Background: an optimization exercise with open tools, aiming at small area, a short achievable clock period and few clock cycles. Do not read the settings as production practice. The RTL was checked by simulation tests, not by an equivalence proof against the original design.

== the baseline ==
==> flow/design.v <==
package clock_sync_pkg;
	typedef logic [15:0] stamp_t;
	typedef struct packed {
		logic [8-1:0] addr;
		logic [7:0]                data;
		logic                      we;
	} mbox_wr_t;
	typedef struct packed {
		stamp_t tx;
		stamp_t rx;
	} snapshot_t;
	typedef logic [4-1:0] node_mask_t;
	typedef struct packed {
		node_mask_t rx_ok;
		node_mask_t sync_ok;
		node_mask_t slave_rdy;
		node_mask_t scope_trigger;
	} node_status_t;
	typedef struct packed {
		stamp_t offset;
		stamp_t delay;
	} node_result_t;
	typedef node_result_t [4-1:0] result_array_t;
	typedef logic [2+1:0] stamp_addr_t;
endpackage
`timescale 1ns/1ps
module local_counter (
	input  logic                      clk_i,
	input  logic                      arst_n_i,
	input  logic [1:0]                snapshot_req_i,
	output clock_sync_pkg::stamp_t    count_o,
	output logic                      cycle_start_o,
	output logic [7:0]                snap_tx_n_o,
	output logic [7:0]                snap_rx_o
);
	logic [7:0] count;
	assign cycle_start_o = (count == 8'd199);
	assign count_o = {8'd0, count};
	always_ff @(posedge clk_i or negedge arst_n_i) begin
		if (!arst_n_i) begin
			count <= '0;
		end else begin
			count <= cycle_start_o ? 8'd0 : count + 8'd1;
		end
	end
	always_ff @(posedge clk_i or negedge arst_n_i) begin
		if (!arst_n_i) begin
			snap_tx_n_o <= '1;
			snap_rx_o <= '0;
		end else begin
			if (snapshot_req_i[0]) begin
				snap_tx_n_o <= ~count;
			end
			if (snapshot_req_i[1]) begin
				snap_rx_o <= count;
			end
		end
	end
endmodule
`timescale 1ns/1ps
module timestamp_store (
	input  logic                         clk_i,
	input  logic                         arst_n_i,
	input  logic [7:0]                   mbox_addr_i,
	input  logic [7:0]                   mbox_data_i,
	input  logic                         mbox_we_i,
	input  logic                         cycle_take_i,
	output logic [16*14-1:0]             stamps_o,
	output clock_sync_pkg::node_status_t status_next_o
);
	logic [7:0] stamp_lo [14];
	logic [7:0] stamp_hi [14];
	logic [2:0] flags [4];
	logic [3:0] rdy1;
	logic [3:0] rdy2;
	logic [3:0] chain_ok;
	logic [3:0] lo_hit;
	logic [3:0] hi_hit;
	logic [3:0] flag_hit;
	logic [15:0] lo_en;
	logic [15:0] hi_en;
	always_comb begin
		for (int n = 0; n < 4; n++) begin
			flag_hit[n] = mbox_we_i && (mbox_addr_i == 8'(16 + 16 * n + 2));
			for (int k = 0; k < 4; k++) begin
				lo_en[4 * n + k] = mbox_we_i && (mbox_addr_i == 8'(16 + 16 * n + 4 + 2 * k));
				hi_en[4 * n + k] = mbox_we_i && (mbox_addr_i == 8'(16 + 16 * n + 5 + 2 * k));
			end
			lo_hit[n] = |lo_en[4 * n +: 4];
			hi_hit[n] = |hi_en[4 * n +: 4];
		end
	end
	assign chain_ok = {rdy1[2:0] & rdy2[2:0], 1'b1};
	always_comb begin
		status_next_o = '0;
		for (int n = 0; n < 4; n++) begin
			status_next_o.rx_ok[n] = rdy1[n] & rdy2[n];
			status_next_o.sync_ok[n] = status_next_o.rx_ok[n] & flags[n][0];
			status_next_o.slave_rdy[n] = status_next_o.sync_ok[n] & flags[n][1];
			status_next_o.scope_trigger[n] = status_next_o.rx_ok[n] & flags[n][2];
		end
	end
	always_ff @(posedge clk_i or negedge arst_n_i) begin
		if (!arst_n_i) begin
			rdy1 <= '0;
			rdy2 <= '0;
			for (int n = 0; n < 4; n++) begin
				flags[n] <= '0;
			end
		end else if (cycle_take_i) begin
			rdy1 <= '0;
			rdy2 <= '0;
			for (int n = 0; n < 4; n++) begin
				flags[n] <= '0;
			end
		end else begin
			rdy1 <= rdy1 | (lo_hit & chain_ok);
			rdy2 <= rdy2 | (hi_hit & chain_ok & rdy1);
			for (int n = 0; n < 4; n++) begin
				if (flag_hit[n]) begin
					flags[n] <= mbox_data_i[2:0];
				end
			end
		end
	end
	always_ff @(posedge clk_i or negedge arst_n_i) begin
		if (!arst_n_i) begin
			for (int i = 0; i < 14; i++) begin
				stamp_lo[i] <= (i % 4 == 2) ? 8'hff : 8'h00;
				stamp_hi[i] <= (i % 4 == 2) ? 8'hff : 8'h00;
			end
		end else begin
			for (int i = 0; i < 14; i++) begin
				if (lo_en[i]) begin
					stamp_lo[i] <= (i % 4 == 2) ? ~mbox_data_i : mbox_data_i;
				end
				if (hi_en[i]) begin
					stamp_hi[i] <= (i % 4 == 2) ? ~mbox_data_i : mbox_data_i;
				end
			end
		end
	end
	always_comb begin
		for (int i = 0; i < 14; i++) begin
			stamps_o[16 * i +: 16] = {stamp_hi[i], stamp_lo[i]};
		end
	end
endmodule
`timescale 1ns/1ps
module offset_delay_calc (
	input  logic                          clk_i,
	input  logic                          arst_n_i,
	input  logic                          cycle_start_i,
	input  logic [7:0]                    snap_tx_n_i,
	input  logic [7:0]                    snap_rx_i,
	input  logic [16*14-1:0]              stamps_i,
	input  clock_sync_pkg::node_status_t  status_next_i,
	output logic                          cycle_take_o,
	output logic [4*32-1:0]     results_o,
	output clock_sync_pkg::node_status_t  status_o,
	output logic                          result_req_o,
	input  logic                          result_ack_i
);
	logic release_q;
	logic [4*32-1:0] results_next;
	assign cycle_take_o = cycle_start_i && !result_req_o && !release_q;
	function automatic logic [15:0] cpa(input logic [15:0] x, input logic [15:0] y);
		logic [15:0] g, p, gn, pn, h;
		g = x & y;
		p = x ^ y;
		h = p;
		for (int l = 0; l < 4; l++) begin
			gn = g; pn = p;
			for (int i = 0; i < 16; i++) begin
				if ((i % (2 << l)) == (2 << l) - 1) begin
					gn[i] = g[i] | (p[i] & g[i - (1 << l)]);
					pn[i] = p[i] & p[i - (1 << l)];
				end
			end
			g = gn; p = pn;
		end
		for (int l = 2; l >= 0; l--) begin
			gn = g; pn = p;
			for (int i = 0; i < 16; i++) begin
				if (i >= (2 << l) && ((i + 1) % (2 << l)) == (1 << l)) begin
					gn[i] = g[i] | (p[i] & g[i - (1 << l)]);
					pn[i] = p[i] & p[i - (1 << l)];
				end
			end
			g = gn; p = pn;
		end
		cpa = h ^ {g[14:0], 1'b0};
	endfunction
	function automatic logic [15:0] csa_s(input logic [15:0] x, input logic [15:0] y,
			input logic [15:0] z);
		csa_s = x ^ y ^ z;
	endfunction
	function automatic logic [15:0] csa_c(input logic [15:0] x, input logic [15:0] y,
			input logic [15:0] z, input logic cin);
		csa_c = {(x[14:0] & y[14:0]) | (x[14:0] & z[14:0]) | (y[14:0] & z[14:0]), cin};
	endfunction
	always_comb begin
		for (int k = 0; k < 4; k++) begin
			logic [15:0] t0, t1, an, b, s1, c1, s2, c2;
			t0 = stamps_i[16 * (4 * k) +: 16];
			t1 = stamps_i[16 * (4 * k + 1) +: 16];
			if (k == 0) begin
				an = {8'hff, snap_tx_n_i};
				b = {8'd0, snap_rx_i};
			end else begin
				an = stamps_i[16 * (4 * k - 2) +: 16];
				b = stamps_i[16 * (4 * k - 1) +: 16];
			end
			s1 = csa_s(t0, an, b);
			c1 = csa_c(t0, an, b, 1'b1);
			s2 = csa_s(s1, c1, ~t1);
			c2 = csa_c(s1, c1, ~t1, 1'b1);
			results_next[32 * k +: 16] = cpa(s2, c2);
			s1 = csa_s(t0, an, t1);
			c1 = csa_c(t0, an, t1, 1'b1);
			s2 = csa_s(s1, c1, ~b);
			c2 = csa_c(s1, c1, ~b, 1'b1);
			results_next[32 * k + 16 +: 16] = cpa(s2, c2);
		end
	end
	always_ff @(posedge clk_i) begin
		if (cycle_take_o) begin
			results_o <= results_next;
			status_o <= status_next_i;
		end
	end
	always_ff @(posedge clk_i or negedge arst_n_i) begin
		if (!arst_n_i) begin
			result_req_o <= 1'b0;
			release_q <= 1'b0;
		end else if (cycle_take_o) begin
			result_req_o <= 1'b1;
		end else if (result_req_o) begin
			if (result_ack_i) begin
				result_req_o <= 1'b0;
				release_q <= 1'b1;
			end
		end else if (release_q) begin
			if (!result_ack_i) begin
				release_q <= 1'b0;
			end
		end
	end
endmodule
`timescale 1ns/1ps
module clock_sync_top (
	input  logic                          clk_i,
	input  logic                          arst_n_i,
	input  logic [7:0]                    mbox_addr_i,
	input  logic [7:0]                    mbox_data_i,
	input  logic                          mbox_we_i,
	input  logic [1:0]                    snapshot_req_i,
	output logic [15:0]                   local_count_o,
	output logic [127:0]                  results_o,
	output logic [15:0]                   status_o,
	output logic                          result_req_o,
	input  logic                          result_ack_i
);
	logic cycle_start;
	logic cycle_take;
	logic [7:0] snap_tx_n;
	logic [7:0] snap_rx;
	logic [16*14-1:0] stamps;
	clock_sync_pkg::node_status_t status_next;
	local_counter u_local_counter (
		.clk_i          (clk_i),
		.arst_n_i       (arst_n_i),
		.snapshot_req_i (snapshot_req_i),
		.count_o        (local_count_o),
		.cycle_start_o  (cycle_start),
		.snap_tx_n_o    (snap_tx_n),
		.snap_rx_o      (snap_rx)
	);
	timestamp_store u_timestamp_store (
		.clk_i         (clk_i),
		.arst_n_i      (arst_n_i),
		.mbox_addr_i   (mbox_addr_i),
		.mbox_data_i   (mbox_data_i),
		.mbox_we_i     (mbox_we_i),
		.cycle_take_i  (cycle_take),
		.stamps_o      (stamps),
		.status_next_o (status_next)
	);
	offset_delay_calc u_offset_delay_calc (
		.clk_i         (clk_i),
		.arst_n_i      (arst_n_i),
		.cycle_start_i (cycle_start),
		.snap_tx_n_i   (snap_tx_n),
		.snap_rx_i     (snap_rx),
		.stamps_i      (stamps),
		.status_next_i (status_next),
		.cycle_take_o  (cycle_take),
		.results_o     (results_o),
		.status_o      (status_o),
		.result_req_o  (result_req_o),
		.result_ack_i  (result_ack_i)
	);
endmodule
Settings: LEC_CHECK=0, CAP_MARGIN=20, CORE_MARGIN=2, CORE_UTILIZATION=65, PLACE_DENSITY=0.8, SETUP_SLACK_MARGIN=5, SLEW_MARGIN=20; clock period 9.0 ns.
standard.sh (not shown) runs the stock make flow with config.mk's settings and CLKGATE_MAP_FILE= SYNTH_SCRIPT=/design/flow/synth_recipe.tcl, a recipe that flattens the netlist after the stock synthesis.
==> flow/flow/run.sh <==
#!/bin/bash
set -euo pipefail
bash standard.sh finish \
  MATCH_CELL_FOOTPRINT=0 \
  "BUFFER_PORTS_ARGS=-buffer_cell sky130_fd_sc_hd__buf_2" \
  > flow_make.log 2>&1
Testbench counts of the baseline, summed over its fixed seeds: cycles 240.
Edits applied to the flow inputs when going from the baseline to the candidate:
Settings: CORE_UTILIZATION changed from 65 to 40; PLACE_DENSITY changed from 0.8 to 0.6.
--- outcome ---
There was hardly any difference in number of nets at the end of the flow between the candidate and the baseline.
u_timestamp_store.stamp_lo[9][3] as the capture point of the critical path was reported by the candidate, and u_offset_delay_calc.results_o[127] by the baseline.
Per the comparison of the candidate with the baseline, fraction of met3 tracks used by global routing dropped 0.30 points; final RePlAce weighted congestion lower; number of placement rows rose by 20.
In the metrics for the candidate and the baseline, the one carrying the higher worst slew slack as a fraction of its limit is the baseline.
Maximum net fanout on the critical path sits higher in the candidate than in the baseline.
In the reports for the candidate and the baseline, the smaller sequential share of layout area belongs to the candidate.
Going from the baseline to the candidate, clock insertion delay at the later pin of the skew report grows by 0.04 ns.
Diff the candidate..the baseline | DRC violations left | negligible
Worst setup slack after placement (the candidate over the baseline): decrease, 0.48 ns
| cell area after layout | higher: the candidate |

==> port drivers added, routing unchanged <==
How much do the figures lean on ideal ports? The routed layouts below were timed once more, with nothing changed but the port constraints. Step 1 assumes that a clkbuf_16 drives the clock port and a buf_2 every other input. Step 2, shift: input delay + t, output delay - t, t = (earliest + latest rising clock arrival at the registers) / 2. This alone moves slack from input paths to output paths. Three values: ideal, step 1, step 2; two values: the first two.
run | t, ns | slack for setup (ns) | worst setup path at the end | clock arrival spread, ns | cell pins on the clock port's net
the baseline | 0.601 | 5.148 / 5.148 / 4.844 | input to register | 0.013 / 0.013 | 1
the candidate | 0.635 | 5.093 / 5.080 / 4.445 | input to register | 0.021 / 0.021 | 1
After both steps every run listed still meets setup and hold. The setup slack of the candidate, which loses most, moves by -0.013 ns with the drivers and by -0.648 ns with both steps.
